What follows belongs to an exercise in optimizing a design on an open flow for small area, a short achievable clock period and few clock cycles per item; a production flow would make more cautious choices. In this exercise RTL edits were held to simulation tests only and were not proved equivalent to the original. No activity file was given, so power comes from the tool's default toggle rates.

--- flow/flow/run.sh ---
#!/bin/bash
# The standard layout, with timing repair aimed past the clock period:
# repair_timing works until the setup slack reaches SETUP_SLACK_MARGIN, so the
# layout is optimised for a shorter period than the constraint asks for.
# Antenna repair after detailed routing gets more rounds than the default five.
# The clock, the constraints and every other step are the standard ones.
set -euo pipefail
MARGIN=${MARGIN:-7.1}
bash standard.sh SETUP_SLACK_MARGIN=$MARGIN TNS_END_PERCENT=10 MAX_REPAIR_ANTENNAS_ITER_DRT=10 finish > flow_make.log 2>&1
--- flow/standard.sh ---
#!/bin/bash
# synth_recipe.tcl (not shown) runs the flow's synth.tcl, then flattens the netlist and writes it again
# the make line also repeats each setting of config.mk as NAME=value (left out here)
make -C /OpenROAD-flow-scripts/flow DESIGN_CONFIG=/design/flow/config.mk WORK_HOME=/design/flow/orfs CLKGATE_MAP_FILE= SYNTH_SCRIPT=/design/flow/synth_recipe.tcl "${@:-finish}"
--- flow/config.mk ---
export PLATFORM = sky130hd
export DESIGN_NAME = mm_kernel
export DESIGN_NICKNAME = mm_kernel
export VERILOG_FILES = /design/flow/design.v
export SDC_FILE = /design/flow/constraint.sdc
export NUM_CORES = 4
export LEC_CHECK = 0
export CAP_MARGIN = 20
export CORE_MARGIN = 2
export CORE_UTILIZATION = 60
export SLEW_MARGIN = 20
export SYNTH_HIERARCHICAL = 1
export SYNTH_MINIMUM_KEEP_SIZE = 0
--- flow/constraint.sdc ---
create_clock -name core_clock -period 10.5 [get_ports {ap_clk}]
set_input_delay 2.1000 -clock core_clock [delete_from_list [all_inputs] [get_ports {ap_clk}]]
set_output_delay 2.1000 -clock core_clock [all_outputs]
set_load 0.01 [all_outputs]
--- flow/design.v ---
package mm_pkg;
  localparam int MATRIX_DIM = 4;
  localparam int LANE_W = 16;
  localparam int ACC_W = 32;
  localparam int PROD_CNT_W = 8;
  localparam int VEC_W = MATRIX_DIM * LANE_W;
  localparam int BEAT_W = 2 * VEC_W + 1;
  localparam int STEP_W = BEAT_W + 1;
  localparam int ROW_W = MATRIX_DIM * ACC_W;
  localparam int MAT_W = MATRIX_DIM * ROW_W;
  localparam logic [ACC_W-1:0] ACC_LIVE0 = 32'hffffffff;
  localparam logic [ACC_W-1:0] ACC_LIVE1 = 32'h1fffffc0;
endpackage
`timescale 1ns/1ps
module mm_kernel_ctrl (
  input  logic                          ap_clk,
  input  logic                          areset,
  input  logic                          i_ap_start,
  input  logic [mm_pkg::PROD_CNT_W-1:0] i_num_products,
  input  logic                          i_last_taken,
  input  logic                          i_done,
  output logic                          o_run_active,
  output logic                          o_final,
  output logic                          o_ap_idle
);
  localparam logic [mm_pkg::PROD_CNT_W-1:0] PROD_ONE = 1;
  localparam logic [mm_pkg::PROD_CNT_W-1:0] PROD_TWO = 2;
  logic                          idle_q;
  logic                          start_q;
  logic                          start_pulse;
  logic [mm_pkg::PROD_CNT_W-1:0] left_q;
  logic                          left_one_q;
  assign start_pulse = i_ap_start & ~start_q;
  always_ff @(posedge ap_clk) begin
    if (areset) begin
      start_q    <= 1'b0;
      idle_q     <= 1'b1;
      left_q     <= PROD_ONE;
      left_one_q <= 1'b1;
    end else begin
      start_q <= i_ap_start;
      if (idle_q) begin
        if (start_pulse) begin
          idle_q     <= 1'b0;
          left_q     <= (i_num_products == '0) ? PROD_ONE : i_num_products;
          left_one_q <= (i_num_products == '0) || (i_num_products == PROD_ONE);
        end
      end else begin
        if (i_done) begin
          idle_q <= 1'b1;
        end
        if (i_last_taken) begin
          left_q     <= left_q - PROD_ONE;
          left_one_q <= (left_q == PROD_TWO);
        end
      end
    end
  end
  assign o_run_active = ~idle_q;
  assign o_final      = left_one_q;
  assign o_ap_idle    = idle_q;
endmodule
`timescale 1ns/1ps
module mm_decode (
  input  logic                      ap_clk,
  input  logic                      areset,
  input  logic                      i_run_active,
  input  logic                      i_beat_valid,
  input  logic [mm_pkg::BEAT_W-1:0] i_beat,
  input  logic                      i_final,
  output logic [4*24-1:0]           o_dig,
  output logic [4*64-1:0]           o_b,
  output logic [3:0]                o_first,
  output logic                      o_last,
  output logic                      o_final
);
  localparam int N  = mm_pkg::MATRIX_DIM;
  localparam int LW = mm_pkg::LANE_W;
  logic        beat_accept;
  logic        beat_last;
  logic        open_q;
  logic        first_q;
  logic        last_q;
  logic        final_q;
  logic [LW-1:0] a_in  [N];
  logic [LW-1:0] a_q   [N][N-1];
  logic [23:0]   enc   [N];
  logic [63:0]   b_q   [N];
  logic [N-2:1]  first_d;
  assign beat_accept = i_beat_valid & i_run_active;
  assign beat_last   = i_beat[0];
  always_comb begin
    for (int r = 0; r < N; r++) begin
      a_in[r] = i_beat[1 + N*LW + r*LW +: LW] & {LW{beat_accept}};
    end
  end
  for (genvar r = 0; r < N; r++) begin : g_enc
    logic [LW:0] a;
    if (r == 0) begin : g_now
      assign a = {a_in[0], 1'b0};
    end else begin : g_late
      assign a = {a_q[r][r-1], 1'b0};
    end
    for (genvar i = 0; i < LW/2; i++) begin : g_dig
      assign enc[r][i]      = a[2*i+1] ^ a[2*i];
      assign enc[r][8 + i]  = (a[2*i+2] & ~a[2*i+1] & ~a[2*i]) |
                              (~a[2*i+2] & a[2*i+1] & a[2*i]);
      assign enc[r][16 + i] = a[2*i+2];
    end
  end
  always_ff @(posedge ap_clk) begin
    if (areset) begin
      open_q  <= 1'b1;
      first_q <= 1'b0;
      last_q  <= 1'b0;
      final_q <= 1'b0;
    end else begin
      first_q <= beat_accept & open_q;
      last_q  <= beat_accept & beat_last;
      final_q <= beat_accept & beat_last & i_final;
      if (!i_run_active) begin
        open_q <= 1'b1;
      end else if (beat_accept) begin
        open_q <= beat_last;
      end
    end
  end
  always_ff @(posedge ap_clk) begin
    for (int r = 1; r < N; r++) begin
      a_q[r][0] <= a_in[r];
      for (int k = 1; k < N-1; k++) begin
        if (k < r) a_q[r][k] <= a_q[r][k-1];
      end
    end
    b_q[0] <= i_beat[1 +: 64];
    for (int k = 1; k < N; k++) begin
      b_q[k] <= b_q[k-1];
    end
    first_d[1] <= first_q;
    for (int k = 2; k < N-1; k++) begin
      first_d[k] <= first_d[k-1];
    end
  end
  for (genvar r = 0; r < N; r++) begin : g_out
    assign o_dig[24*r +: 24] = enc[r];
    assign o_b[64*r +: 64]   = b_q[r];
  end
  assign o_first = {first_d, first_q, ~areset & beat_accept & open_q};
  assign o_last  = last_q;
  assign o_final = final_q;
endmodule
`timescale 1ns/1ps
module mm_fa (
  input  logic a,
  input  logic b,
  input  logic c,
  output logic s,
  output logic co
);
  assign s  = a ^ b ^ c;
  assign co = (a & b) | (a & c) | (b & c);
endmodule
`timescale 1ns/1ps
module mm_mac (
  input  logic        ap_clk,
  input  logic [7:0]  one,
  input  logic [7:0]  two,
  input  logic [7:0]  neg,
  input  logic [15:0] b,
  input  logic        first_in,
  output logic [31:0] o_s,
  output logic [31:0] o_c
);
  logic [54:0] acc_q;
  logic [54:0] acc_d;
  logic [31:0] acc0_q, acc1_q;
  logic [31:0] accg0, accg1;
  logic        first_q;
  logic pp0_0;
  logic pp0_1;
  logic pp0_2;
  logic pp1_0;
  logic pp0_3;
  logic pp1_1;
  logic pp0_4;
  logic pp1_2;
  logic pp2_0;
  logic pp0_5;
  logic pp1_3;
  logic pp2_1;
  logic pp0_6;
  logic pp1_4;
  logic pp2_2;
  logic pp3_0;
  logic pp0_7;
  logic pp1_5;
  logic pp2_3;
  logic pp3_1;
  logic pp0_8;
  logic pp1_6;
  logic pp2_4;
  logic pp3_2;
  logic pp4_0;
  logic pp0_9;
  logic pp1_7;
  logic pp2_5;
  logic pp3_3;
  logic pp4_1;
  logic pp0_10;
  logic pp1_8;
  logic pp2_6;
  logic pp3_4;
  logic pp4_2;
  logic pp5_0;
  logic pp0_11;
  logic pp1_9;
  logic pp2_7;
  logic pp3_5;
  logic pp4_3;
  logic pp5_1;
  logic pp0_12;
  logic pp1_10;
  logic pp2_8;
  logic pp3_6;
  logic pp4_4;
  logic pp5_2;
  logic pp6_0;
  logic pp0_13;
  logic pp1_11;
  logic pp2_9;
  logic pp3_7;
  logic pp4_5;
  logic pp5_3;
  logic pp6_1;
  logic pp0_14;
  logic pp1_12;
  logic pp2_10;
  logic pp3_8;
  logic pp4_6;
  logic pp5_4;
  logic pp6_2;
  logic pp7_0;
  logic pp0_15;
  logic pp1_13;
  logic pp2_11;
  logic pp3_9;
  logic pp4_7;
  logic pp5_5;
  logic pp6_3;
  logic pp7_1;
  logic pp0_16;
  logic pp1_14;
  logic pp2_12;
  logic pp3_10;
  logic pp4_8;
  logic pp5_6;
  logic pp6_4;
  logic pp7_2;
  logic pp1_15;
  logic pp2_13;
  logic pp3_11;
  logic pp4_9;
  logic pp5_7;
  logic pp6_5;
  logic pp7_3;
  logic pp1_16;
  logic pp2_14;
  logic pp3_12;
  logic pp4_10;
  logic pp5_8;
  logic pp6_6;
  logic pp7_4;
  logic pp2_15;
  logic pp3_13;
  logic pp4_11;
  logic pp5_9;
  logic pp6_7;
  logic pp7_5;
  logic pp2_16;
  logic pp3_14;
  logic pp4_12;
  logic pp5_10;
  logic pp6_8;
  logic pp7_6;
  logic pp3_15;
  logic pp4_13;
  logic pp5_11;
  logic pp6_9;
  logic pp7_7;
  logic pp3_16;
  logic pp4_14;
  logic pp5_12;
  logic pp6_10;
  logic pp7_8;
  logic pp4_15;
  logic pp5_13;
  logic pp6_11;
  logic pp7_9;
  logic pp4_16;
  logic pp5_14;
  logic pp6_12;
  logic pp7_10;
  logic pp5_15;
  logic pp6_13;
  logic pp7_11;
  logic pp5_16;
  logic pp6_14;
  logic pp7_12;
  logic pp6_15;
  logic pp7_13;
  logic pp6_16;
  logic pp7_14;
  logic pp7_15;
  logic pp7_16;
  logic t0, t1, t2, t3, t4, t5, t6, t7, t8, t9, t10, t11, t12, t13, t14, t15, t16, t17, t18, t19, t20, t21, t22, t23, t24, t25, t26, t27, t28, t29, t30, t31, t32, t33, t34, t35, t36, t37, t38, t39, t40, t41, t42, t43, t44, t45, t46, t47, t48, t49, t50, t51, t52, t53, t54, t55, t56, t57, t58, t59, t60, t61, t62, t63, t64, t65, t66, t67, t68, t69, t70, t71, t72, t73, t74, t75, t76, t77, t78, t79, t80, t81, t82, t83, t84, t85, t86, t87, t88, t89, t90, t91, t92, t93, t94, t95, t96, t97, t98, t99, t100, t101, t102, t103, t104, t105, t106, t107, t108, t109, t110, t111, t112, t113, t114, t115, t116, t117, t118, t119, t120, t121, t122, t123, t124, t125, t126, t127, t128, t129, t130, t131, t132, t133, t134, t135, t136, t137, t138, t139, t140, t141, t142, t143, t144, t145, t146, t147, t148, t149, t150, t151, t152, t153, t154, t155, t156, t157, t158, t159, t160, t161, t162, t163, t164, t165, t166, t167, t168, t169, t170, t171, t172, t173, t174, t175, t176, t177, t178, t179, t180, t181, t182, t183, t184, t185, t186, t187, t188, t189, t190, t191, t192, t193, t194, t195, t196, t197, t198, t199, t200, t201, t202, t203, t204, t205, t206, t207, t208, t209, t210, t211, t212, t213, t214, t215, t216, t217, t218, t219, t220, t221, t222, t223, t224, t225, t226, t227, t228, t229, t230, t231, t232, t233, t234, t235, t236, t237, t238, t239, t240, t241, t242, t243, t244, t245, t246, t247, t248, t249, t250, t251, t252, t253, t254, t255, t256, t257, t258, t259, t260, t261, t262, t263, t264, t265, t266, t267, t268, t269, t270, t271, t272, t273, t274, t275, t276, t277, t278, t279, t280, t281, t282, t283, t284, t285, t286, t287, t288, t289, t290, t291, t292, t293, t294, t295, t296, t297, t298, t299, t300, t301, t302, t303, t304, t305, t306, t307, t308, t309;
  assign acc0_q[0] = acc_q[0];
  assign acc1_q[0] = 1'b0;
  assign acc0_q[1] = acc_q[1];
  assign acc1_q[1] = 1'b0;
  assign acc0_q[2] = acc_q[2];
  assign acc1_q[2] = 1'b0;
  assign acc0_q[3] = acc_q[3];
  assign acc1_q[3] = 1'b0;
  assign acc0_q[4] = acc_q[4];
  assign acc1_q[4] = 1'b0;
  assign acc0_q[5] = acc_q[5];
  assign acc1_q[5] = 1'b0;
  assign acc0_q[6] = acc_q[6];
  assign acc1_q[6] = acc_q[7];
  assign acc0_q[7] = acc_q[8];
  assign acc1_q[7] = acc_q[9];
  assign acc0_q[8] = acc_q[10];
  assign acc1_q[8] = acc_q[11];
  assign acc0_q[9] = acc_q[12];
  assign acc1_q[9] = acc_q[13];
  assign acc0_q[10] = acc_q[14];
  assign acc1_q[10] = acc_q[15];
  assign acc0_q[11] = acc_q[16];
  assign acc1_q[11] = acc_q[17];
  assign acc0_q[12] = acc_q[18];
  assign acc1_q[12] = acc_q[19];
  assign acc0_q[13] = acc_q[20];
  assign acc1_q[13] = acc_q[21];
  assign acc0_q[14] = acc_q[22];
  assign acc1_q[14] = acc_q[23];
  assign acc0_q[15] = acc_q[24];
  assign acc1_q[15] = acc_q[25];
  assign acc0_q[16] = acc_q[26];
  assign acc1_q[16] = acc_q[27];
  assign acc0_q[17] = acc_q[28];
  assign acc1_q[17] = acc_q[29];
  assign acc0_q[18] = acc_q[30];
  assign acc1_q[18] = acc_q[31];
  assign acc0_q[19] = acc_q[32];
  assign acc1_q[19] = acc_q[33];
  assign acc0_q[20] = acc_q[34];
  assign acc1_q[20] = acc_q[35];
  assign acc0_q[21] = acc_q[36];
  assign acc1_q[21] = acc_q[37];
  assign acc0_q[22] = acc_q[38];
  assign acc1_q[22] = acc_q[39];
  assign acc0_q[23] = acc_q[40];
  assign acc1_q[23] = acc_q[41];
  assign acc0_q[24] = acc_q[42];
  assign acc1_q[24] = acc_q[43];
  assign acc0_q[25] = acc_q[44];
  assign acc1_q[25] = acc_q[45];
  assign acc0_q[26] = acc_q[46];
  assign acc1_q[26] = acc_q[47];
  assign acc0_q[27] = acc_q[48];
  assign acc1_q[27] = acc_q[49];
  assign acc0_q[28] = acc_q[50];
  assign acc1_q[28] = acc_q[51];
  assign acc0_q[29] = acc_q[52];
  assign acc1_q[29] = 1'b0;
  assign acc0_q[30] = acc_q[53];
  assign acc1_q[30] = 1'b0;
  assign acc0_q[31] = acc_q[54];
  assign acc1_q[31] = 1'b0;
  always_ff @(posedge ap_clk) begin
    first_q <= first_in;
  end
  assign accg0 = acc0_q & {32{~first_q}};
  assign accg1 = acc1_q & {32{~first_q}};
  assign pp0_0 = (one[0] & b[0]) ^ neg[0];
  assign pp0_1 = ((one[0] & b[1]) | (two[0] & b[0])) ^ neg[0];
  assign pp0_2 = ((one[0] & b[2]) | (two[0] & b[1])) ^ neg[0];
  assign pp1_0 = (one[1] & b[0]) ^ neg[1];
  assign pp0_3 = ((one[0] & b[3]) | (two[0] & b[2])) ^ neg[0];
  assign pp1_1 = ((one[1] & b[1]) | (two[1] & b[0])) ^ neg[1];
  assign pp0_4 = ((one[0] & b[4]) | (two[0] & b[3])) ^ neg[0];
  assign pp1_2 = ((one[1] & b[2]) | (two[1] & b[1])) ^ neg[1];
  assign pp2_0 = (one[2] & b[0]) ^ neg[2];
  assign pp0_5 = ((one[0] & b[5]) | (two[0] & b[4])) ^ neg[0];
  assign pp1_3 = ((one[1] & b[3]) | (two[1] & b[2])) ^ neg[1];
  assign pp2_1 = ((one[2] & b[1]) | (two[2] & b[0])) ^ neg[2];
  assign pp0_6 = ((one[0] & b[6]) | (two[0] & b[5])) ^ neg[0];
  assign pp1_4 = ((one[1] & b[4]) | (two[1] & b[3])) ^ neg[1];
  assign pp2_2 = ((one[2] & b[2]) | (two[2] & b[1])) ^ neg[2];
  assign pp3_0 = (one[3] & b[0]) ^ neg[3];
  assign pp0_7 = ((one[0] & b[7]) | (two[0] & b[6])) ^ neg[0];
  assign pp1_5 = ((one[1] & b[5]) | (two[1] & b[4])) ^ neg[1];
  assign pp2_3 = ((one[2] & b[3]) | (two[2] & b[2])) ^ neg[2];
  assign pp3_1 = ((one[3] & b[1]) | (two[3] & b[0])) ^ neg[3];
  assign pp0_8 = ((one[0] & b[8]) | (two[0] & b[7])) ^ neg[0];
  assign pp1_6 = ((one[1] & b[6]) | (two[1] & b[5])) ^ neg[1];
  assign pp2_4 = ((one[2] & b[4]) | (two[2] & b[3])) ^ neg[2];
  assign pp3_2 = ((one[3] & b[2]) | (two[3] & b[1])) ^ neg[3];
  assign pp4_0 = (one[4] & b[0]) ^ neg[4];
  assign pp0_9 = ((one[0] & b[9]) | (two[0] & b[8])) ^ neg[0];
  assign pp1_7 = ((one[1] & b[7]) | (two[1] & b[6])) ^ neg[1];
  assign pp2_5 = ((one[2] & b[5]) | (two[2] & b[4])) ^ neg[2];
  assign pp3_3 = ((one[3] & b[3]) | (two[3] & b[2])) ^ neg[3];
  assign pp4_1 = ((one[4] & b[1]) | (two[4] & b[0])) ^ neg[4];
  assign pp0_10 = ((one[0] & b[10]) | (two[0] & b[9])) ^ neg[0];
  assign pp1_8 = ((one[1] & b[8]) | (two[1] & b[7])) ^ neg[1];
  assign pp2_6 = ((one[2] & b[6]) | (two[2] & b[5])) ^ neg[2];
  assign pp3_4 = ((one[3] & b[4]) | (two[3] & b[3])) ^ neg[3];
  assign pp4_2 = ((one[4] & b[2]) | (two[4] & b[1])) ^ neg[4];
  assign pp5_0 = (one[5] & b[0]) ^ neg[5];
  assign pp0_11 = ((one[0] & b[11]) | (two[0] & b[10])) ^ neg[0];
  assign pp1_9 = ((one[1] & b[9]) | (two[1] & b[8])) ^ neg[1];
  assign pp2_7 = ((one[2] & b[7]) | (two[2] & b[6])) ^ neg[2];
  assign pp3_5 = ((one[3] & b[5]) | (two[3] & b[4])) ^ neg[3];
  assign pp4_3 = ((one[4] & b[3]) | (two[4] & b[2])) ^ neg[4];
  assign pp5_1 = ((one[5] & b[1]) | (two[5] & b[0])) ^ neg[5];
  assign pp0_12 = ((one[0] & b[12]) | (two[0] & b[11])) ^ neg[0];
  assign pp1_10 = ((one[1] & b[10]) | (two[1] & b[9])) ^ neg[1];
  assign pp2_8 = ((one[2] & b[8]) | (two[2] & b[7])) ^ neg[2];
  assign pp3_6 = ((one[3] & b[6]) | (two[3] & b[5])) ^ neg[3];
  assign pp4_4 = ((one[4] & b[4]) | (two[4] & b[3])) ^ neg[4];
  assign pp5_2 = ((one[5] & b[2]) | (two[5] & b[1])) ^ neg[5];
  assign pp6_0 = (one[6] & b[0]) ^ neg[6];
  assign pp0_13 = ((one[0] & b[13]) | (two[0] & b[12])) ^ neg[0];
  assign pp1_11 = ((one[1] & b[11]) | (two[1] & b[10])) ^ neg[1];
  assign pp2_9 = ((one[2] & b[9]) | (two[2] & b[8])) ^ neg[2];
  assign pp3_7 = ((one[3] & b[7]) | (two[3] & b[6])) ^ neg[3];
  assign pp4_5 = ((one[4] & b[5]) | (two[4] & b[4])) ^ neg[4];
  assign pp5_3 = ((one[5] & b[3]) | (two[5] & b[2])) ^ neg[5];
  assign pp6_1 = ((one[6] & b[1]) | (two[6] & b[0])) ^ neg[6];
  assign pp0_14 = ((one[0] & b[14]) | (two[0] & b[13])) ^ neg[0];
  assign pp1_12 = ((one[1] & b[12]) | (two[1] & b[11])) ^ neg[1];
  assign pp2_10 = ((one[2] & b[10]) | (two[2] & b[9])) ^ neg[2];
  assign pp3_8 = ((one[3] & b[8]) | (two[3] & b[7])) ^ neg[3];
  assign pp4_6 = ((one[4] & b[6]) | (two[4] & b[5])) ^ neg[4];
  assign pp5_4 = ((one[5] & b[4]) | (two[5] & b[3])) ^ neg[5];
  assign pp6_2 = ((one[6] & b[2]) | (two[6] & b[1])) ^ neg[6];
  assign pp7_0 = (one[7] & b[0]) ^ neg[7];
  assign pp0_15 = ((one[0] & b[15]) | (two[0] & b[14])) ^ neg[0];
  assign pp1_13 = ((one[1] & b[13]) | (two[1] & b[12])) ^ neg[1];
  assign pp2_11 = ((one[2] & b[11]) | (two[2] & b[10])) ^ neg[2];
  assign pp3_9 = ((one[3] & b[9]) | (two[3] & b[8])) ^ neg[3];
  assign pp4_7 = ((one[4] & b[7]) | (two[4] & b[6])) ^ neg[4];
  assign pp5_5 = ((one[5] & b[5]) | (two[5] & b[4])) ^ neg[5];
  assign pp6_3 = ((one[6] & b[3]) | (two[6] & b[2])) ^ neg[6];
  assign pp7_1 = ((one[7] & b[1]) | (two[7] & b[0])) ^ neg[7];
  assign pp0_16 = ~(((one[0] & b[15]) | (two[0] & b[15])) ^ neg[0]);
  assign pp1_14 = ((one[1] & b[14]) | (two[1] & b[13])) ^ neg[1];
  assign pp2_12 = ((one[2] & b[12]) | (two[2] & b[11])) ^ neg[2];
  assign pp3_10 = ((one[3] & b[10]) | (two[3] & b[9])) ^ neg[3];
  assign pp4_8 = ((one[4] & b[8]) | (two[4] & b[7])) ^ neg[4];
  assign pp5_6 = ((one[5] & b[6]) | (two[5] & b[5])) ^ neg[5];
  assign pp6_4 = ((one[6] & b[4]) | (two[6] & b[3])) ^ neg[6];
  assign pp7_2 = ((one[7] & b[2]) | (two[7] & b[1])) ^ neg[7];
  assign pp1_15 = ((one[1] & b[15]) | (two[1] & b[14])) ^ neg[1];
  assign pp2_13 = ((one[2] & b[13]) | (two[2] & b[12])) ^ neg[2];
  assign pp3_11 = ((one[3] & b[11]) | (two[3] & b[10])) ^ neg[3];
  assign pp4_9 = ((one[4] & b[9]) | (two[4] & b[8])) ^ neg[4];
  assign pp5_7 = ((one[5] & b[7]) | (two[5] & b[6])) ^ neg[5];
  assign pp6_5 = ((one[6] & b[5]) | (two[6] & b[4])) ^ neg[6];
  assign pp7_3 = ((one[7] & b[3]) | (two[7] & b[2])) ^ neg[7];
  assign pp1_16 = ~(((one[1] & b[15]) | (two[1] & b[15])) ^ neg[1]);
  assign pp2_14 = ((one[2] & b[14]) | (two[2] & b[13])) ^ neg[2];
  assign pp3_12 = ((one[3] & b[12]) | (two[3] & b[11])) ^ neg[3];
  assign pp4_10 = ((one[4] & b[10]) | (two[4] & b[9])) ^ neg[4];
  assign pp5_8 = ((one[5] & b[8]) | (two[5] & b[7])) ^ neg[5];
  assign pp6_6 = ((one[6] & b[6]) | (two[6] & b[5])) ^ neg[6];
  assign pp7_4 = ((one[7] & b[4]) | (two[7] & b[3])) ^ neg[7];
  assign pp2_15 = ((one[2] & b[15]) | (two[2] & b[14])) ^ neg[2];
  assign pp3_13 = ((one[3] & b[13]) | (two[3] & b[12])) ^ neg[3];
  assign pp4_11 = ((one[4] & b[11]) | (two[4] & b[10])) ^ neg[4];
  assign pp5_9 = ((one[5] & b[9]) | (two[5] & b[8])) ^ neg[5];
  assign pp6_7 = ((one[6] & b[7]) | (two[6] & b[6])) ^ neg[6];
  assign pp7_5 = ((one[7] & b[5]) | (two[7] & b[4])) ^ neg[7];
  assign pp2_16 = ~(((one[2] & b[15]) | (two[2] & b[15])) ^ neg[2]);
  assign pp3_14 = ((one[3] & b[14]) | (two[3] & b[13])) ^ neg[3];
  assign pp4_12 = ((one[4] & b[12]) | (two[4] & b[11])) ^ neg[4];
  assign pp5_10 = ((one[5] & b[10]) | (two[5] & b[9])) ^ neg[5];
  assign pp6_8 = ((one[6] & b[8]) | (two[6] & b[7])) ^ neg[6];
  assign pp7_6 = ((one[7] & b[6]) | (two[7] & b[5])) ^ neg[7];
  assign pp3_15 = ((one[3] & b[15]) | (two[3] & b[14])) ^ neg[3];
  assign pp4_13 = ((one[4] & b[13]) | (two[4] & b[12])) ^ neg[4];
  assign pp5_11 = ((one[5] & b[11]) | (two[5] & b[10])) ^ neg[5];
  assign pp6_9 = ((one[6] & b[9]) | (two[6] & b[8])) ^ neg[6];
  assign pp7_7 = ((one[7] & b[7]) | (two[7] & b[6])) ^ neg[7];
  assign pp3_16 = ~(((one[3] & b[15]) | (two[3] & b[15])) ^ neg[3]);
  assign pp4_14 = ((one[4] & b[14]) | (two[4] & b[13])) ^ neg[4];
  assign pp5_12 = ((one[5] & b[12]) | (two[5] & b[11])) ^ neg[5];
  assign pp6_10 = ((one[6] & b[10]) | (two[6] & b[9])) ^ neg[6];
  assign pp7_8 = ((one[7] & b[8]) | (two[7] & b[7])) ^ neg[7];
  assign pp4_15 = ((one[4] & b[15]) | (two[4] & b[14])) ^ neg[4];
  assign pp5_13 = ((one[5] & b[13]) | (two[5] & b[12])) ^ neg[5];
  assign pp6_11 = ((one[6] & b[11]) | (two[6] & b[10])) ^ neg[6];
  assign pp7_9 = ((one[7] & b[9]) | (two[7] & b[8])) ^ neg[7];
  assign pp4_16 = ~(((one[4] & b[15]) | (two[4] & b[15])) ^ neg[4]);
  assign pp5_14 = ((one[5] & b[14]) | (two[5] & b[13])) ^ neg[5];
  assign pp6_12 = ((one[6] & b[12]) | (two[6] & b[11])) ^ neg[6];
  assign pp7_10 = ((one[7] & b[10]) | (two[7] & b[9])) ^ neg[7];
  assign pp5_15 = ((one[5] & b[15]) | (two[5] & b[14])) ^ neg[5];
  assign pp6_13 = ((one[6] & b[13]) | (two[6] & b[12])) ^ neg[6];
  assign pp7_11 = ((one[7] & b[11]) | (two[7] & b[10])) ^ neg[7];
  assign pp5_16 = ~(((one[5] & b[15]) | (two[5] & b[15])) ^ neg[5]);
  assign pp6_14 = ((one[6] & b[14]) | (two[6] & b[13])) ^ neg[6];
  assign pp7_12 = ((one[7] & b[12]) | (two[7] & b[11])) ^ neg[7];
  assign pp6_15 = ((one[6] & b[15]) | (two[6] & b[14])) ^ neg[6];
  assign pp7_13 = ((one[7] & b[13]) | (two[7] & b[12])) ^ neg[7];
  assign pp6_16 = ~(((one[6] & b[15]) | (two[6] & b[15])) ^ neg[6]);
  assign pp7_14 = ((one[7] & b[14]) | (two[7] & b[13])) ^ neg[7];
  assign pp7_15 = ((one[7] & b[15]) | (two[7] & b[14])) ^ neg[7];
  assign pp7_16 = ~(((one[7] & b[15]) | (two[7] & b[15])) ^ neg[7]);
  assign t0 = ~accg0[16];
  assign t1 = ~accg0[17];
  assign t2 = ~accg0[19];
  assign t3 = ~accg0[21];
  assign t4 = ~accg0[23];
  assign t5 = ~accg0[25];
  assign t6 = ~accg0[27];
  assign t7 = ~accg0[29];
  assign t8 = ~accg0[31];
  mm_fa u_fa0 (.a(neg[0]), .b(accg0[0]), .c(pp0_0), .s(t9), .co(t10));
  mm_fa u_fa1 (.a(accg0[1]), .b(pp0_1), .c(t10), .s(t11), .co(t12));
  mm_fa u_fa2 (.a(neg[1]), .b(accg0[2]), .c(pp0_2), .s(t13), .co(t14));
  mm_fa u_fa3 (.a(pp1_0), .b(t13), .c(t12), .s(t15), .co(t16));
  mm_fa u_fa4 (.a(accg0[3]), .b(pp0_3), .c(pp1_1), .s(t17), .co(t18));
  mm_fa u_fa5 (.a(t14), .b(t17), .c(t16), .s(t19), .co(t20));
  mm_fa u_fa6 (.a(neg[2]), .b(accg0[4]), .c(pp0_4), .s(t21), .co(t22));
  mm_fa u_fa7 (.a(pp1_2), .b(pp2_0), .c(t18), .s(t23), .co(t24));
  mm_fa u_fa8 (.a(t21), .b(t23), .c(t20), .s(t25), .co(t26));
  mm_fa u_fa9 (.a(accg0[5]), .b(pp0_5), .c(pp1_3), .s(t27), .co(t28));
  mm_fa u_fa10 (.a(pp2_1), .b(t22), .c(t27), .s(t29), .co(t30));
  mm_fa u_fa11 (.a(t24), .b(t29), .c(t26), .s(t31), .co(t32));
  mm_fa u_fa12 (.a(neg[3]), .b(accg0[6]), .c(accg1[6]), .s(t33), .co(t34));
  mm_fa u_fa13 (.a(pp0_6), .b(pp1_4), .c(pp2_2), .s(t35), .co(t36));
  mm_fa u_fa14 (.a(pp3_0), .b(t33), .c(t28), .s(t37), .co(t38));
  mm_fa u_fa15 (.a(t35), .b(t30), .c(t37), .s(t39), .co(t40));
  mm_fa u_fa16 (.a(accg0[7]), .b(accg1[7]), .c(pp0_7), .s(t41), .co(t42));
  mm_fa u_fa17 (.a(pp1_5), .b(pp2_3), .c(pp3_1), .s(t43), .co(t44));
  mm_fa u_fa18 (.a(t34), .b(t36), .c(t41), .s(t45), .co(t46));
  mm_fa u_fa19 (.a(t43), .b(t38), .c(t45), .s(t47), .co(t48));
  mm_fa u_fa20 (.a(neg[4]), .b(accg0[8]), .c(accg1[8]), .s(t49), .co(t50));
  mm_fa u_fa21 (.a(pp0_8), .b(pp1_6), .c(pp2_4), .s(t51), .co(t52));
  mm_fa u_fa22 (.a(pp3_2), .b(pp4_0), .c(t49), .s(t53), .co(t54));
  mm_fa u_fa23 (.a(t42), .b(t44), .c(t51), .s(t55), .co(t56));
  mm_fa u_fa24 (.a(t53), .b(t46), .c(t55), .s(t57), .co(t58));
  mm_fa u_fa25 (.a(accg0[9]), .b(accg1[9]), .c(pp0_9), .s(t59), .co(t60));
  mm_fa u_fa26 (.a(pp1_7), .b(pp2_5), .c(pp3_3), .s(t61), .co(t62));
  mm_fa u_fa27 (.a(pp4_1), .b(t50), .c(t52), .s(t63), .co(t64));
  mm_fa u_fa28 (.a(t59), .b(t61), .c(t54), .s(t65), .co(t66));
  mm_fa u_fa29 (.a(t56), .b(t63), .c(t65), .s(t67), .co(t68));
  mm_fa u_fa30 (.a(neg[5]), .b(accg0[10]), .c(accg1[10]), .s(t69), .co(t70));
  mm_fa u_fa31 (.a(pp0_10), .b(pp1_8), .c(pp2_6), .s(t71), .co(t72));
  mm_fa u_fa32 (.a(pp3_4), .b(pp4_2), .c(pp5_0), .s(t73), .co(t74));
  mm_fa u_fa33 (.a(t69), .b(t60), .c(t62), .s(t75), .co(t76));
  mm_fa u_fa34 (.a(t71), .b(t73), .c(t64), .s(t77), .co(t78));
  mm_fa u_fa35 (.a(t75), .b(t66), .c(t77), .s(t79), .co(t80));
  mm_fa u_fa36 (.a(accg0[11]), .b(accg1[11]), .c(pp0_11), .s(t81), .co(t82));
  mm_fa u_fa37 (.a(pp1_9), .b(pp2_7), .c(pp3_5), .s(t83), .co(t84));
  mm_fa u_fa38 (.a(pp4_3), .b(pp5_1), .c(t70), .s(t85), .co(t86));
  mm_fa u_fa39 (.a(t72), .b(t74), .c(t81), .s(t87), .co(t88));
  mm_fa u_fa40 (.a(t83), .b(t85), .c(t76), .s(t89), .co(t90));
  mm_fa u_fa41 (.a(t87), .b(t78), .c(t89), .s(t91), .co(t92));
  mm_fa u_fa42 (.a(neg[6]), .b(accg0[12]), .c(accg1[12]), .s(t93), .co(t94));
  mm_fa u_fa43 (.a(pp0_12), .b(pp1_10), .c(pp2_8), .s(t95), .co(t96));
  mm_fa u_fa44 (.a(pp3_6), .b(pp4_4), .c(pp5_2), .s(t97), .co(t98));
  mm_fa u_fa45 (.a(pp6_0), .b(t93), .c(t82), .s(t99), .co(t100));
  mm_fa u_fa46 (.a(t84), .b(t86), .c(t95), .s(t101), .co(t102));
  mm_fa u_fa47 (.a(t97), .b(t88), .c(t99), .s(t103), .co(t104));
  mm_fa u_fa48 (.a(t101), .b(t90), .c(t103), .s(t105), .co(t106));
  mm_fa u_fa49 (.a(accg0[13]), .b(accg1[13]), .c(pp0_13), .s(t107), .co(t108));
  mm_fa u_fa50 (.a(pp1_11), .b(pp2_9), .c(pp3_7), .s(t109), .co(t110));
  mm_fa u_fa51 (.a(pp4_5), .b(pp5_3), .c(pp6_1), .s(t111), .co(t112));
  mm_fa u_fa52 (.a(t94), .b(t96), .c(t98), .s(t113), .co(t114));
  mm_fa u_fa53 (.a(t107), .b(t109), .c(t111), .s(t115), .co(t116));
  mm_fa u_fa54 (.a(t100), .b(t102), .c(t113), .s(t117), .co(t118));
  mm_fa u_fa55 (.a(t115), .b(t104), .c(t117), .s(t119), .co(t120));
  mm_fa u_fa56 (.a(neg[7]), .b(accg0[14]), .c(accg1[14]), .s(t121), .co(t122));
  mm_fa u_fa57 (.a(pp0_14), .b(pp1_12), .c(pp2_10), .s(t123), .co(t124));
  mm_fa u_fa58 (.a(pp3_8), .b(pp4_6), .c(pp5_4), .s(t125), .co(t126));
  mm_fa u_fa59 (.a(pp6_2), .b(pp7_0), .c(t121), .s(t127), .co(t128));
  mm_fa u_fa60 (.a(t108), .b(t110), .c(t112), .s(t129), .co(t130));
  mm_fa u_fa61 (.a(t123), .b(t125), .c(t127), .s(t131), .co(t132));
  mm_fa u_fa62 (.a(t114), .b(t116), .c(t129), .s(t133), .co(t134));
  mm_fa u_fa63 (.a(t131), .b(t118), .c(t133), .s(t135), .co(t136));
  mm_fa u_fa64 (.a(accg0[15]), .b(accg1[15]), .c(pp0_15), .s(t137), .co(t138));
  mm_fa u_fa65 (.a(pp1_13), .b(pp2_11), .c(pp3_9), .s(t139), .co(t140));
  mm_fa u_fa66 (.a(pp4_7), .b(pp5_5), .c(pp6_3), .s(t141), .co(t142));
  mm_fa u_fa67 (.a(pp7_1), .b(t122), .c(t124), .s(t143), .co(t144));
  mm_fa u_fa68 (.a(t126), .b(t137), .c(t139), .s(t145), .co(t146));
  mm_fa u_fa69 (.a(t141), .b(t128), .c(t130), .s(t147), .co(t148));
  mm_fa u_fa70 (.a(t143), .b(t145), .c(t132), .s(t149), .co(t150));
  mm_fa u_fa71 (.a(t134), .b(t147), .c(t149), .s(t151), .co(t152));
  mm_fa u_fa72 (.a(accg1[16]), .b(t0), .c(pp0_16), .s(t153), .co(t154));
  mm_fa u_fa73 (.a(pp1_14), .b(pp2_12), .c(pp3_10), .s(t155), .co(t156));
  mm_fa u_fa74 (.a(pp4_8), .b(pp5_6), .c(pp6_4), .s(t157), .co(t158));
  mm_fa u_fa75 (.a(pp7_2), .b(t138), .c(t140), .s(t159), .co(t160));
  mm_fa u_fa76 (.a(t142), .b(t153), .c(t155), .s(t161), .co(t162));
  mm_fa u_fa77 (.a(t157), .b(t144), .c(t146), .s(t163), .co(t164));
  mm_fa u_fa78 (.a(t159), .b(t161), .c(t148), .s(t165), .co(t166));
  mm_fa u_fa79 (.a(t163), .b(t150), .c(t165), .s(t167), .co(t168));
  mm_fa u_fa80 (.a(accg1[17]), .b(accg0[16]), .c(t1), .s(t169), .co(t170));
  mm_fa u_fa81 (.a(pp1_15), .b(pp2_13), .c(pp3_11), .s(t171), .co(t172));
  mm_fa u_fa82 (.a(pp4_9), .b(pp5_7), .c(pp6_5), .s(t173), .co(t174));
  mm_fa u_fa83 (.a(pp7_3), .b(t169), .c(t154), .s(t175), .co(t176));
  mm_fa u_fa84 (.a(t156), .b(t158), .c(t171), .s(t177), .co(t178));
  mm_fa u_fa85 (.a(t173), .b(t160), .c(t162), .s(t179), .co(t180));
  mm_fa u_fa86 (.a(t175), .b(t177), .c(t164), .s(t181), .co(t182));
  mm_fa u_fa87 (.a(t179), .b(t166), .c(t181), .s(t183), .co(t184));
  mm_fa u_fa88 (.a(accg0[18]), .b(accg1[18]), .c(accg0[17]), .s(t185), .co(t186));
  mm_fa u_fa89 (.a(pp1_16), .b(pp2_14), .c(pp3_12), .s(t187), .co(t188));
  mm_fa u_fa90 (.a(pp4_10), .b(pp5_8), .c(pp6_6), .s(t189), .co(t190));
  mm_fa u_fa91 (.a(pp7_4), .b(t170), .c(t185), .s(t191), .co(t192));
  mm_fa u_fa92 (.a(t172), .b(t174), .c(t187), .s(t193), .co(t194));
  mm_fa u_fa93 (.a(t189), .b(t191), .c(t176), .s(t195), .co(t196));
  mm_fa u_fa94 (.a(t178), .b(t193), .c(t180), .s(t197), .co(t198));
  mm_fa u_fa95 (.a(t195), .b(t182), .c(t197), .s(t199), .co(t200));
  mm_fa u_fa96 (.a(accg1[19]), .b(t2), .c(pp2_15), .s(t201), .co(t202));
  mm_fa u_fa97 (.a(pp3_13), .b(pp4_11), .c(pp5_9), .s(t203), .co(t204));
  mm_fa u_fa98 (.a(pp6_7), .b(pp7_5), .c(t186), .s(t205), .co(t206));
  mm_fa u_fa99 (.a(t188), .b(t190), .c(t201), .s(t207), .co(t208));
  mm_fa u_fa100 (.a(t203), .b(t192), .c(t205), .s(t209), .co(t210));
  mm_fa u_fa101 (.a(t194), .b(t207), .c(t209), .s(t211), .co(t212));
  mm_fa u_fa102 (.a(t196), .b(t211), .c(t198), .s(t213), .co(t214));
  mm_fa u_fa103 (.a(accg0[20]), .b(accg1[20]), .c(accg0[19]), .s(t215), .co(t216));
  mm_fa u_fa104 (.a(pp2_16), .b(pp3_14), .c(pp4_12), .s(t217), .co(t218));
  mm_fa u_fa105 (.a(pp5_10), .b(pp6_8), .c(pp7_6), .s(t219), .co(t220));
  mm_fa u_fa106 (.a(t215), .b(t202), .c(t204), .s(t221), .co(t222));
  mm_fa u_fa107 (.a(t206), .b(t217), .c(t219), .s(t223), .co(t224));
  mm_fa u_fa108 (.a(t208), .b(t221), .c(t210), .s(t225), .co(t226));
  mm_fa u_fa109 (.a(t223), .b(t212), .c(t225), .s(t227), .co(t228));
  mm_fa u_fa110 (.a(accg1[21]), .b(t3), .c(pp3_15), .s(t229), .co(t230));
  mm_fa u_fa111 (.a(pp4_13), .b(pp5_11), .c(pp6_9), .s(t231), .co(t232));
  mm_fa u_fa112 (.a(pp7_7), .b(t216), .c(t218), .s(t233), .co(t234));
  mm_fa u_fa113 (.a(t220), .b(t229), .c(t231), .s(t235), .co(t236));
  mm_fa u_fa114 (.a(t222), .b(t224), .c(t233), .s(t237), .co(t238));
  mm_fa u_fa115 (.a(t235), .b(t226), .c(t237), .s(t239), .co(t240));
  mm_fa u_fa116 (.a(accg0[22]), .b(accg1[22]), .c(accg0[21]), .s(t241), .co(t242));
  mm_fa u_fa117 (.a(pp3_16), .b(pp4_14), .c(pp5_12), .s(t243), .co(t244));
  mm_fa u_fa118 (.a(pp6_10), .b(pp7_8), .c(t241), .s(t245), .co(t246));
  mm_fa u_fa119 (.a(t230), .b(t232), .c(t243), .s(t247), .co(t248));
  mm_fa u_fa120 (.a(t245), .b(t234), .c(t236), .s(t249), .co(t250));
  mm_fa u_fa121 (.a(t247), .b(t238), .c(t249), .s(t251), .co(t252));
  mm_fa u_fa122 (.a(accg1[23]), .b(t4), .c(pp4_15), .s(t253), .co(t254));
  mm_fa u_fa123 (.a(pp5_13), .b(pp6_11), .c(pp7_9), .s(t255), .co(t256));
  mm_fa u_fa124 (.a(t242), .b(t244), .c(t253), .s(t257), .co(t258));
  mm_fa u_fa125 (.a(t255), .b(t246), .c(t248), .s(t259), .co(t260));
  mm_fa u_fa126 (.a(t257), .b(t250), .c(t259), .s(t261), .co(t262));
  mm_fa u_fa127 (.a(accg0[24]), .b(accg1[24]), .c(accg0[23]), .s(t263), .co(t264));
  mm_fa u_fa128 (.a(pp4_16), .b(pp5_14), .c(pp6_12), .s(t265), .co(t266));
  mm_fa u_fa129 (.a(pp7_10), .b(t263), .c(t254), .s(t267), .co(t268));
  mm_fa u_fa130 (.a(t256), .b(t265), .c(t258), .s(t269), .co(t270));
  mm_fa u_fa131 (.a(t267), .b(t260), .c(t269), .s(t271), .co(t272));
  mm_fa u_fa132 (.a(accg1[25]), .b(t5), .c(pp5_15), .s(t273), .co(t274));
  mm_fa u_fa133 (.a(pp6_13), .b(pp7_11), .c(t264), .s(t275), .co(t276));
  mm_fa u_fa134 (.a(t266), .b(t273), .c(t275), .s(t277), .co(t278));
  mm_fa u_fa135 (.a(t268), .b(t277), .c(t270), .s(t279), .co(t280));
  mm_fa u_fa136 (.a(accg0[26]), .b(accg1[26]), .c(accg0[25]), .s(t281), .co(t282));
  mm_fa u_fa137 (.a(pp5_16), .b(pp6_14), .c(pp7_12), .s(t283), .co(t284));
  mm_fa u_fa138 (.a(t281), .b(t274), .c(t276), .s(t285), .co(t286));
  mm_fa u_fa139 (.a(t283), .b(t278), .c(t285), .s(t287), .co(t288));
  mm_fa u_fa140 (.a(accg1[27]), .b(t6), .c(pp6_15), .s(t289), .co(t290));
  mm_fa u_fa141 (.a(pp7_13), .b(t282), .c(t284), .s(t291), .co(t292));
  mm_fa u_fa142 (.a(t289), .b(t286), .c(t291), .s(t293), .co(t294));
  mm_fa u_fa143 (.a(accg0[28]), .b(accg1[28]), .c(accg0[27]), .s(t295), .co(t296));
  mm_fa u_fa144 (.a(pp6_16), .b(pp7_14), .c(t295), .s(t297), .co(t298));
  mm_fa u_fa145 (.a(t290), .b(t297), .c(t292), .s(t299), .co(t300));
  mm_fa u_fa146 (.a(t7), .b(pp7_15), .c(t296), .s(t301), .co(t302));
  mm_fa u_fa147 (.a(t298), .b(t301), .c(t300), .s(t303), .co(t304));
  mm_fa u_fa148 (.a(accg0[30]), .b(accg0[29]), .c(pp7_16), .s(t305), .co(t306));
  mm_fa u_fa149 (.a(t302), .b(t305), .c(t304), .s(t307), .co(t308));
  assign t309 = t8 ^ t306 ^ t308;
  assign acc_d[0] = t9;
  assign acc_d[1] = t11;
  assign acc_d[2] = t15;
  assign acc_d[3] = t19;
  assign acc_d[4] = t25;
  assign acc_d[5] = t31;
  assign acc_d[6] = t32;
  assign acc_d[7] = t39;
  assign acc_d[8] = t40;
  assign acc_d[9] = t47;
  assign acc_d[10] = t48;
  assign acc_d[11] = t57;
  assign acc_d[12] = t58;
  assign acc_d[13] = t67;
  assign acc_d[14] = t68;
  assign acc_d[15] = t79;
  assign acc_d[16] = t80;
  assign acc_d[17] = t91;
  assign acc_d[18] = t92;
  assign acc_d[19] = t105;
  assign acc_d[20] = t106;
  assign acc_d[21] = t119;
  assign acc_d[22] = t120;
  assign acc_d[23] = t135;
  assign acc_d[24] = t136;
  assign acc_d[25] = t151;
  assign acc_d[26] = t152;
  assign acc_d[27] = t167;
  assign acc_d[28] = t168;
  assign acc_d[29] = t183;
  assign acc_d[30] = t184;
  assign acc_d[31] = t199;
  assign acc_d[32] = t200;
  assign acc_d[33] = t213;
  assign acc_d[34] = t214;
  assign acc_d[35] = t227;
  assign acc_d[36] = t228;
  assign acc_d[37] = t239;
  assign acc_d[38] = t240;
  assign acc_d[39] = t251;
  assign acc_d[40] = t252;
  assign acc_d[41] = t261;
  assign acc_d[42] = t262;
  assign acc_d[43] = t271;
  assign acc_d[44] = t272;
  assign acc_d[45] = t279;
  assign acc_d[46] = t280;
  assign acc_d[47] = t287;
  assign acc_d[48] = t288;
  assign acc_d[49] = t293;
  assign acc_d[50] = t294;
  assign acc_d[51] = t299;
  assign acc_d[52] = t303;
  assign acc_d[53] = t307;
  assign acc_d[54] = t309;
  always_ff @(posedge ap_clk) begin
    acc_q <= acc_d;
  end
  assign o_s = acc0_q;
  assign o_c = acc1_q;
endmodule
module mm_dig (
  input  logic        ap_clk,
  input  logic [23:0] d,
  output logic [23:0] q
);
  always_ff @(posedge ap_clk) begin
    q <= d;
  end
endmodule
module mm_execute (
  input  logic                     ap_clk,
  input  logic [4*24-1:0]          i_dig,
  input  logic [4*64-1:0]          i_b,
  input  logic [3:0]               i_first,
  output logic [mm_pkg::MAT_W-1:0] o_s,
  output logic [mm_pkg::MAT_W-1:0] o_c
);
  localparam int N = mm_pkg::MATRIX_DIM;
  for (genvar r = 0; r < N; r++) begin : g_row
    logic [23:0] dig [N/2];
    for (genvar p = 0; p < N/2; p++) begin : g_pair
      mm_dig u_dig (
        .ap_clk (ap_clk),
        .d      (i_dig[24*r +: 24]),
        .q      (dig[p])
      );
    end
    for (genvar c = 0; c < N; c++) begin : g_col
      mm_mac u_mac (
        .ap_clk (ap_clk),
        .one    (dig[c/2][7:0]),
        .two    (dig[c/2][15:8]),
        .neg    (dig[c/2][23:16]),
        .b      (i_b[64*r + 16*c +: 16]),
        .first_in (i_first[r]),
        .o_s    (o_s[128*r + 32*c +: 32]),
        .o_c    (o_c[128*r + 32*c +: 32])
      );
    end
  end
endmodule
`timescale 1ns/1ps
module mm_result_col (
  input  logic                  ap_clk,
  input  logic                  areset,
  input  logic                  i_last,
  input  logic [4*32-1:0]       i_s,
  input  logic [4*32-1:0]       i_c,
  output logic [31:0]           o_sum
);
  localparam int N  = mm_pkg::MATRIX_DIM;
  localparam int AW = mm_pkg::ACC_W;
  logic [N-1:0]  sel_q;
  logic [AW-1:0] s_row;
  logic [AW-1:0] c_row;
  logic [AW-1:0] sum_q;
  always_comb begin
    s_row = '0;
    c_row = '0;
    for (int r = 0; r < N; r++) begin
      s_row = s_row | (i_s[32*r +: 32] & mm_pkg::ACC_LIVE0 & {AW{sel_q[r]}});
      c_row = c_row | (i_c[32*r +: 32] & mm_pkg::ACC_LIVE1 & {AW{sel_q[r]}});
    end
  end
  always_ff @(posedge ap_clk) begin
    sum_q <= s_row + c_row;
  end
  always_ff @(posedge ap_clk) begin
    if (areset) begin
      sel_q <= '0;
    end else begin
      sel_q <= {sel_q[N-2:0], i_last};
    end
  end
  assign o_sum = sum_q;
endmodule
module mm_result (
  input  logic                     ap_clk,
  input  logic                     areset,
  input  logic                     i_last,
  input  logic                     i_final,
  input  logic [mm_pkg::MAT_W-1:0] i_s,
  input  logic [mm_pkg::MAT_W-1:0] i_c,
  output logic                     o_c_valid,
  output logic [mm_pkg::ROW_W-1:0] o_c_row,
  output logic                     o_c_last,
  output logic                     o_done
);
  localparam int N  = mm_pkg::MATRIX_DIM;
  logic [N-1:0] sel_q;
  logic [N-1:0] fin_q;
  logic         valid_q;
  logic         last_q;
  logic         done_q;
  for (genvar c = 0; c < N; c++) begin : g_col
    logic [4*32-1:0] s_col;
    logic [4*32-1:0] c_col;
    for (genvar r = 0; r < N; r++) begin : g_row
      assign s_col[32*r +: 32] = i_s[128*r + 32*c +: 32];
      assign c_col[32*r +: 32] = i_c[128*r + 32*c +: 32];
    end
    mm_result_col u_col (
      .ap_clk (ap_clk),
      .areset (areset),
      .i_last (i_last),
      .i_s    (s_col),
      .i_c    (c_col),
      .o_sum  (o_c_row[32*c +: 32])
    );
  end
  always_ff @(posedge ap_clk) begin
    if (areset) begin
      sel_q   <= '0;
      fin_q   <= '0;
      valid_q <= 1'b0;
      last_q  <= 1'b0;
      done_q  <= 1'b0;
    end else begin
      sel_q   <= {sel_q[N-2:0], i_last};
      fin_q   <= {fin_q[N-2:0], i_final};
      valid_q <= |sel_q;
      last_q  <= sel_q[N-1];
      done_q  <= sel_q[N-1] & fin_q[N-1];
    end
  end
  assign o_c_valid = valid_q;
  assign o_c_last  = last_q;
  assign o_done    = done_q;
endmodule
`timescale 1ns/1ps
module mm_kernel (
  input  logic                          ap_clk,
  input  logic                          areset,
  input  logic                          i_ap_start,
  input  logic [mm_pkg::PROD_CNT_W-1:0] i_num_products,
  input  logic                          i_beat_valid,
  input  logic [mm_pkg::BEAT_W-1:0]     i_beat,
  output logic                          o_ap_idle,
  output logic                          o_ap_done,
  output logic                          o_c_valid,
  output logic [mm_pkg::ROW_W-1:0]      o_c_row,
  output logic                          o_c_last
);
  logic                     run_active;
  logic                     final_next;
  logic                     done;
  logic [4*24-1:0]          dig;
  logic [4*64-1:0]          b;
  logic [3:0]               first;
  logic                     last;
  logic                     last_final;
  logic [mm_pkg::MAT_W-1:0] acc_s;
  logic [mm_pkg::MAT_W-1:0] acc_c;
  mm_kernel_ctrl u_ctrl (
    .ap_clk         (ap_clk),
    .areset         (areset),
    .i_ap_start     (i_ap_start),
    .i_num_products (i_num_products),
    .i_last_taken   (i_beat_valid & run_active & i_beat[0]),
    .i_done         (done),
    .o_run_active   (run_active),
    .o_final        (final_next),
    .o_ap_idle      (o_ap_idle)
  );
  mm_decode u_decode (
    .ap_clk       (ap_clk),
    .areset       (areset),
    .i_run_active (run_active),
    .i_beat_valid (i_beat_valid),
    .i_beat       (i_beat),
    .i_final      (final_next),
    .o_dig        (dig),
    .o_b          (b),
    .o_first      (first),
    .o_last       (last),
    .o_final      (last_final)
  );
  mm_execute u_execute (
    .ap_clk  (ap_clk),
    .i_dig   (dig),
    .i_b     (b),
    .i_first (first),
    .o_s     (acc_s),
    .o_c     (acc_c)
  );
  mm_result u_result (
    .ap_clk    (ap_clk),
    .areset    (areset),
    .i_last    (last),
    .i_final   (last_final),
    .i_s       (acc_s),
    .i_c       (acc_c),
    .o_c_valid (o_c_valid),
    .o_c_row   (o_c_row),
    .o_c_last  (o_c_last),
    .o_done    (done)
  );
  assign o_ap_done = done;
endmodule
==> run_results.csv, run 1 <==
group,metric,value,unit
status,outcome,"finished with violations",
status,so_faults,"antenna rules",
floorplan,die_h,497,µm
placement,gp_congestion,0.969,
detailed_routing,drtPass1Iterations,8,
synthesis,syn-num-nets,15100,
cts,path_clk_slew,60,ps
worst_hold_path,hold_end,"u_decode.a_q[11][4]",
worst_setup_path,critPathArrivalTime,4250,ps
timing,tightestPinTransition,1100,ps
synthesis,synth.avg_cell_area,11.7,µm²
worst_setup_path,cp_common_cell,"nand2_1",
detailed_routing,wirelength,526000,µm
detailed_routing,drt_iter0_drc,14700,
layout,drive_above_1_share,15.0,%
layout,utilization,65.2,%
layout,fillers,18600,
cts,clk-insertion-delay-late,860,ps
worst_setup_path,crit_type,"flip-flop to flip-flop",
worst_hold_path,min-delay-start,"u_decode.a_q[10][4]",
placement,dp.cells,14800,
grt,grt_use_total,39.6,%
worst_setup_path,rrSetupSlack,6940,ps
floorplan,num_rows,180,
cts,root_buffer,"clkbuf_16",
placement,dp_hpwl,336000,µm
pwr,ir_worst_vdd,0.211,mV
cts,cts_sinks,1612,
timing,drv_slew,0,
worst_setup_path,cp-start-kind,"flip-flop",
layout,multiInputGateArea,101000,µm²
synthesis,syn-cell-area,146000,µm²
worst_setup_path,r2r-start,"u_result.g_col[0].u_col.sel_q[0]",
timing,max_freq,0.281,GHz
cts,cts-buffers-inserted,190,
detailed_routing,via_per_inst,6.75,
worst_setup_path,path_cells,"clkbuf_8 > a22oi_1 > nand2_1 > ha_1 > nand2_1 > nor3_1 > o211ai_1 > nand3_1 > a221oi_2 > xnor2_1",
grt,grt_pass1_vias,105000,
timing,setup_ws,6940,ps
timing,min_period,3560,ps
pwr,p_leak,60.5,nW
grt,grt_pass1_wl,719000,µm
timing,post-route-period-util,33.9,%
timing,finalSetupViolCount,0,
worst_setup_path,crit_path_max_fanout,56,
floorplan,die_x,497,µm
pwr,p_sw,16.0,mW
timing,slew_headroom,25.9,%
layout,area_growth_syn_to_layout,7.93,%
timing,final_hold_viol_count,0,
placement,io_buffer_count,272,
layout,final_cells,15400,
detailed_routing,drc,0,
worst_hold_path,hold_depth,0,
cts,clock_path_buffers,3,
timing,rsz0062_at_grt,"yes",
cts,cts_tree,"built",
grt,grt_max_degree,65,
grt,grt_overflow,0,
worst_setup_path,reg2reg_to,"u_result.g_col[0].u_col.sum_q[29]",
worst_setup_path,critical_path.endpoint_type,"flip-flop",
floorplan,pin_count,273,
placement,post-place-ws,6180,ps
detailed_routing,wl_per_cell,34.1,µm
floorplan,start_util,60.5,%
floorplan,core,241000,µm²
cts,hold_buffers,0,
worst_setup_path,required,11190,ps
pwr,p_sw_share,41.7,%
detailed_routing,antenna_left,1,
floorplan,fp.dieArea,247000,µm²
pwr,power.total,38.4,mW
run,max_cap_viol_count,0,
timing,clock_skew,27.3,ps
detailed_routing,vias,104000,
layout,register_area,33300,µm²
cts,htreeDepth,4,
pwr,clockPowerShare,19.2,%
pwr,power_density,244,nW/µm²
layout,nets,14700,
synthesis,synthCells,12500,
pwr,pwr-share-comb,52.4,%
synthesis,yosys_warnings,21,
grt,grt_antenna_before_repair,40,
worst_setup_path,r2r_cells,10,
pwr,power_frac_seq,28.5,%
pwr,internal_power,22.4,mW
timing,fin_tns_setup,0,ps
worst_setup_path,max_stage_delay,570,ps
worst_hold_path,hold_class,"flip-flop to flip-flop",
worst_setup_path,cp_slowest_cell,"a22oi_1",
==> per-layer routing <==
metal	GRT usage [%]	share of wire (%)
met5	0.0772	0.037
met4	12.6	4.4
met3	16.4	15
met2	54.3	42
met1	56.6	39
==> sequential cells by signal (all words and copies together), names as in the netlist, 2 cells and up <==
name,count
u_execute.g_row.g_col.u_mac.acc_q,880
u_result.g_col.u_col.sum_q,128
u_ctrl.left_q,8
u_result.sel_q,4
u_result.fin_q,4
u_decode.b_q,256
u_decode.a_q,96
u_execute.g_row.g_pair.u_dig.q,192
u_execute.g_row.g_col.u_mac.first_q,16
u_result.g_col.u_col.sel_q,16
u_decode.first_d,2
==> cell type report <==
type,instances,area share [%]
Sequential cell,1612,21.2
Clock inverter,120,1.03
Tap cell,3185,2.53
Clock buffer,234,3.32
Timing Repair Buffer,812,7.04
Inverter,165,0.394
Antenna cell,36,0.0573
Multi-Input combinational cell,9275,64.5
==> cells in the final DEF (no fill, tap or decap), types with 183 or more instances in the layout <==
cell,count
fa_1,2383
xnor2_1,2118
clkbuf_16,294
dfxtp_4,210
a22oi_2,365
nor2b_1,720
xor2_1,206
dfxtp_2,183
nand2_1,417
a22oi_1,1990
dfxtp_1,1219
==> power groups by stage <==
stage          sequential, mW  combinational (mW)  clock, mW
2_1_floorplan            9.26                14.8          0
3_3_place_gp             10.7                18.4          0
3_5_place_dp             10.7                19.3          0
4_1_cts                  10.7                19.7       7.41
5_1_grt                  11.0                22.8       7.65
6_report                 10.9                20.1       7.36
==> critical path, delay by kind of cell (launching register included) <==
family	cells	cell delay (ps)
adder cells (fa/ha/maj)	1	490
XOR/XNOR	1	430
AO/OA/AOI/OAI	3	850
AND/OR/NAND/NOR	4	980
buffers and inverters	1	270
flip-flops	1	310
==> per-stage QoR <==
| stage | instance area [µm²] | hold slack, ps |
|---|---|---|
| floorplan | 146000 | 310 |
| global placement | 143000 | 310 |
| detailed placement | 143000 | 313 |
| CTS | 151000 | 325 |
| global route | 157000 | 329 |
| finish | 157000 | 325 |
==> how the worst max path moves through the flow <==
| stage | end | start | cells after the start | slack [ps] |
|---|---|---|---|---|
| after floorplan | u_execute.g_row[0].g_col[0].u_mac.acc_q[5] | u_execute.g_row[0].g_pair[0].u_dig.q[16] | 9 | 7160 |
| after global placement | u_execute.g_row[0].g_col[1].u_mac.first_q | i_beat_valid | 4 | 6190 |
| after detailed placement | u_execute.g_row[0].g_col[1].u_mac.first_q | i_beat_valid | 4 | 6180 |
| after CTS | o_c_row[121] | u_result.g_col[3].u_col.sum_q[25] | 1 | 6950 |
| after global routing | u_execute.g_row[0].g_col[0].u_mac.first_q | i_beat_valid | 4 | 6950 |
| final | u_result.g_col[0].u_col.sum_q[29] | u_result.g_col[0].u_col.sel_q[0] | 10 | 6940 |
==> repair_timing <==
item / in CTS / in global routing
cloned: 5 / 101
resized for setup: 899 / 916
pin swaps: 0 / 17
setup endpoints to repair: 503 / 418
buffers inserted: 7 / 111
Testbench counts, summed over its fixed seeds: cycles 4,588, products 286.
==> run 2: changes to the inputs <==
==> flow/flow/run.sh (replaced) <==
#!/bin/bash
# The standard layout, with timing repair aimed past the clock period:
# repair_timing works until the setup slack reaches SETUP_SLACK_MARGIN, so the
# layout is optimised for a shorter period than the constraint asks for.
# Antenna repair after detailed routing gets more rounds than the default five,
# and flow/antenna.tcl adds one with a ratio margin if a violation is left.
# The clock, the constraints and every other step are the standard ones.
set -euo pipefail
MARGIN=${MARGIN:-7.1}
bash standard.sh SETUP_SLACK_MARGIN=$MARGIN TNS_END_PERCENT=10 MAX_REPAIR_ANTENNAS_ITER_DRT=10 \
  POST_DETAIL_ROUTE_TCL="$PWD/flow/antenna.tcl" finish > flow_make.log 2>&1
==> flow/flow/antenna.tcl (new file) <==
# Runs after ORFS's detailed routing and its antenna rounds (POST_DETAIL_ROUTE_TCL).
# If an antenna violation is left, repair once more with a margin on the ratios and
# with repairs allowed in congested spots, then route again.
if { [check_antennas] } {
  repair_antennas -ratio_margin 20 -allow_congestion
  detailed_route {*}$::all_args
  check_antennas
}
==> run_results.csv, run 2 <==
group,metric,value,unit
status,outcome,"finished with violations",
status,so_faults,"antenna rules",
synthesis,syn-num-nets,15100,
grt,grt_use_total,39.6,%
worst_setup_path,required,11190,ps
grt,grt_antenna_before_repair,40,
placement,post-place-ws,6180,ps
detailed_routing,drtPass1Iterations,8,
worst_setup_path,cp-start-kind,"flip-flop",
cts,clock_path_buffers,3,
detailed_routing,drt_iter0_drc,14700,
cts,htreeDepth,4,
worst_setup_path,crit_buf_inv,1,
layout,largest_reg_flops,880,
placement,dp.cells,14800,
worst_setup_path,critPathArrivalTime,4260,ps
synthesis,yosys_warnings,21,
placement,gp_congestion,0.969,
floorplan,num_rows,180,
pwr,internal_power,22.4,mW
worst_setup_path,cp_top_family,"compound AO/OA/AOI/OAI gates",
pwr,ir_worst_vdd,0.212,mV
worst_setup_path,r2r_cells,11,
detailed_routing,antenna_left,2,
timing,final_hold_viol_count,0,
timing,clock_skew,27.5,ps
pwr,power_frac_seq,28.4,%
timing,setup_ws,6920,ps
grt,met1_usage,56.6,%
detailed_routing,wl_per_cell,34.0,µm
grt,grt_util_met2,54.3,%
timing,fin_tns_setup,0,ps
worst_setup_path,cp_slowest_cell,"a22oi_1",
floorplan,die_x,497,µm
grt,grt_overflow,0,
cts,clk-insertion-delay-late,860,ps
synthesis,synthCells,12500,
worst_setup_path,max_stage_delay,480,ps
grt,use_met3,16.4,%
timing,tightestPinTransition,1090,ps
worst_setup_path,cp_common_cell,"a21oi_1",
detailed_routing,wirelength,527000,µm
placement,io_buffer_count,272,
timing,slew_headroom,27.3,%
worst_setup_path,path_cells,"clkbuf_8 > a22oi_1 > nand2_1 > ha_1 > a21oi_1 > o211ai_1 > a21oi_1 > nand3_1 > a221oi_2 > nor2_1 > xnor2_1",
layout,final_common_cell,"fa_1",
cts,cts_tree,"built",
synthesis,synth.avg_cell_area,11.7,µm²
worst_hold_path,hold_end,"u_decode.a_q[11][4]",
floorplan,start_util,60.5,%
layout,final_cell_mix,"2383 x fa_1, 2118 x xnor2_1, 1990 x a22oi_1, 1219 x dfxtp_1, 720 x nor2b_1",
placement,dp_hpwl,336000,µm
worst_setup_path,crit_start,"u_result.g_col[0].u_col.sel_q[0]",
worst_hold_path,hold_class,"flip-flop to flip-flop",
cts,root_buffer,"clkbuf_16",
timing,max_freq,0.280,GHz
worst_setup_path,crit_path_max_fanout,56,
floorplan,pin_count,273,
worst_setup_path,critical_path.endpoint_type,"flip-flop",
synthesis,syn-cell-area,146000,µm²
layout,nets,14700,
worst_hold_path,min-delay-start,"u_decode.a_q[10][4]",
layout,area_growth_syn_to_layout,8.03,%
layout,top_register,"u_execute.g_row.g_col.u_mac.acc_q",
cts,cts-buffers-inserted,190,
pwr,p_sw_share,41.7,%
detailed_routing,drc,0,
timing,rsz0062_at_grt,"yes",
detailed_routing,vias,104000,
worst_hold_path,hold_depth,0,
floorplan,fp.dieArea,247000,µm²
worst_setup_path,crit_type,"flip-flop to flip-flop",
layout,final_cells,15500,
floorplan,core,241000,µm²
cts,cts_sinks,1612,
worst_setup_path,r2r-start,"u_result.g_col[0].u_col.sel_q[0]",
timing,post-route-period-util,34.0,%
timing,drv_slew,0,
pwr,p_leak,60.5,nW
layout,reg_top3,"u_execute.g_row.g_col.u_mac.acc_q x880, u_decode.b_q x256, u_execute.g_row.g_pair.u_dig.q x192",
layout,utilization,65.3,%
grt,grt_pass1_vias,105000,
pwr,power_density,244,nW/µm²
pwr,p_sw,16.0,mW
pwr,clockPowerShare,19.2,%
pwr,pwr-share-comb,52.4,%
cts,path_clk_slew,60,ps
worst_setup_path,reg2reg_to,"u_result.g_col[0].u_col.sum_q[31]",
timing,min_period,3580,ps
run,max_cap_viol_count,0,
detailed_routing,via_per_inst,6.74,
layout,drive_above_1_share,15.0,%
worst_setup_path,rrSetupSlack,6920,ps
layout,fillers,18600,
grt,grt_max_degree,65,
grt,busiest_layer,"met1",
timing,finalSetupViolCount,0,
grt,grt_pass1_wl,719000,µm
cts,hold_buffers,0,
floorplan,die_h,497,µm
## run 2: changes by cell type in the layout (fill, tap and decap cells not counted), sizes merged
| cell | before | now |
|---|---|---|
| diode | 36 | 91 |
## run 2: routing by layer
layer / part of all wire (%) / vias up / wire length (µm)
met5: 0.032 / - / 168
met4: 3.9 / 28 / 20800
met3: 15 / 1283 / 78600
met2: 42 / 7834 / 222000
met1: 39 / 54200 / 206000
li1: - / 41100 / -
## run 2: worst max path at each step
stage / end / slack [ps] / depth (start not counted)
after floorplan: u_execute.g_row[0].g_col[0].u_mac.acc_q[5] / 7160 / 9
after global placement: u_execute.g_row[0].g_col[1].u_mac.first_q / 6190 / 4
after detailed placement: u_execute.g_row[0].g_col[1].u_mac.first_q / 6180 / 4
after CTS: o_c_row[121] / 6950 / 1
after global routing: u_execute.g_row[0].g_col[0].u_mac.first_q / 6950 / 4
final: u_result.g_col[0].u_col.sum_q[31] / 6920 / 11
## run 2: final cells by class
class | count | area (µm²) | share of cell area, %
multi-input combinational | 9275 | 101000 | 64.4
sequential | 1612 | 33300 | 21.2
timing repair buffer | 812 | 11100 | 7.04
clock buffer | 234 | 5210 | 3.31
tap | 3185 | 3990 | 2.53
clock inverter | 120 | 1620 | 1.03
inverter | 165 | 619 | 0.394
antenna | 91 | 228 | 0.145
## run 2: worst register-to-register path, delay by kind of cell (launching register included)
kind / cells / cell delay (ps)
fa+ha+maj: 1 / 410
compound gates: 5 / 1570
xor+xnor: 1 / 420
flops: 1 / 310
simple gates: 3 / 440
buf+inv: 1 / 270
## run 2: power by group through the flow
stage | logic [mW] | clock network (mW) | registers (mW)
floorplan | 14.8 | 0 | 9.26
global placement | 18.4 | 0 | 10.7
detailed placement | 19.3 | 0 | 10.7
CTS | 19.7 | 7.41 | 10.7
global route | 22.8 | 7.65 | 11.0
finish | 20.1 | 7.36 | 10.9
## run 2: per-stage QoR
stage	hold slack, ps	cell area (µm²)	power [mW]
finish	325	157000	38.4
global route	329	157000	41.4
CTS	325	151000	37.7
global placement	310	143000	29.1
detailed placement	313	143000	30.0
floorplan	310	146000	24.1
## run 2: what timing repair did
item	4_1_cts	5_1_grt
endpoints found under the setup margin	503	418
pin swaps	0	17
gates cloned	5	101
gates resized for setup	899	916
setup buffers	7	111

==> afterwards: timing with drivers on the ports <==
In the flow no input, the clock included, has a driving cell. The finished layouts below were timed again as built, in two steps.
Step 1: set_driving_cell puts a clkbuf_16 on ap_clk and a buf_2 on each other input, an assumption about the parent block.
Step 2 moves the port delays by t, midway between the first and last clock arrival at a register: inputs arrive t later, outputs are due t later. That takes back most of the time a late clock gives input paths.
a / b / c = ideal / step 1 / step 2; a / b = the first two.
run | shift t [ns] | slack for setup (ns) | slew at the worst register clock pin (ns)
run 1 | 0.948 | 6.940 / 6.892 / 6.067 | 0.07 / 0.07
run 2 | 0.948 | 6.925 / 6.892 / 6.067 | 0.07 / 0.07
For run 1, which loses most, drivers alone change the setup slack by -0.048 ns; drivers and shift together by -0.873 ns.
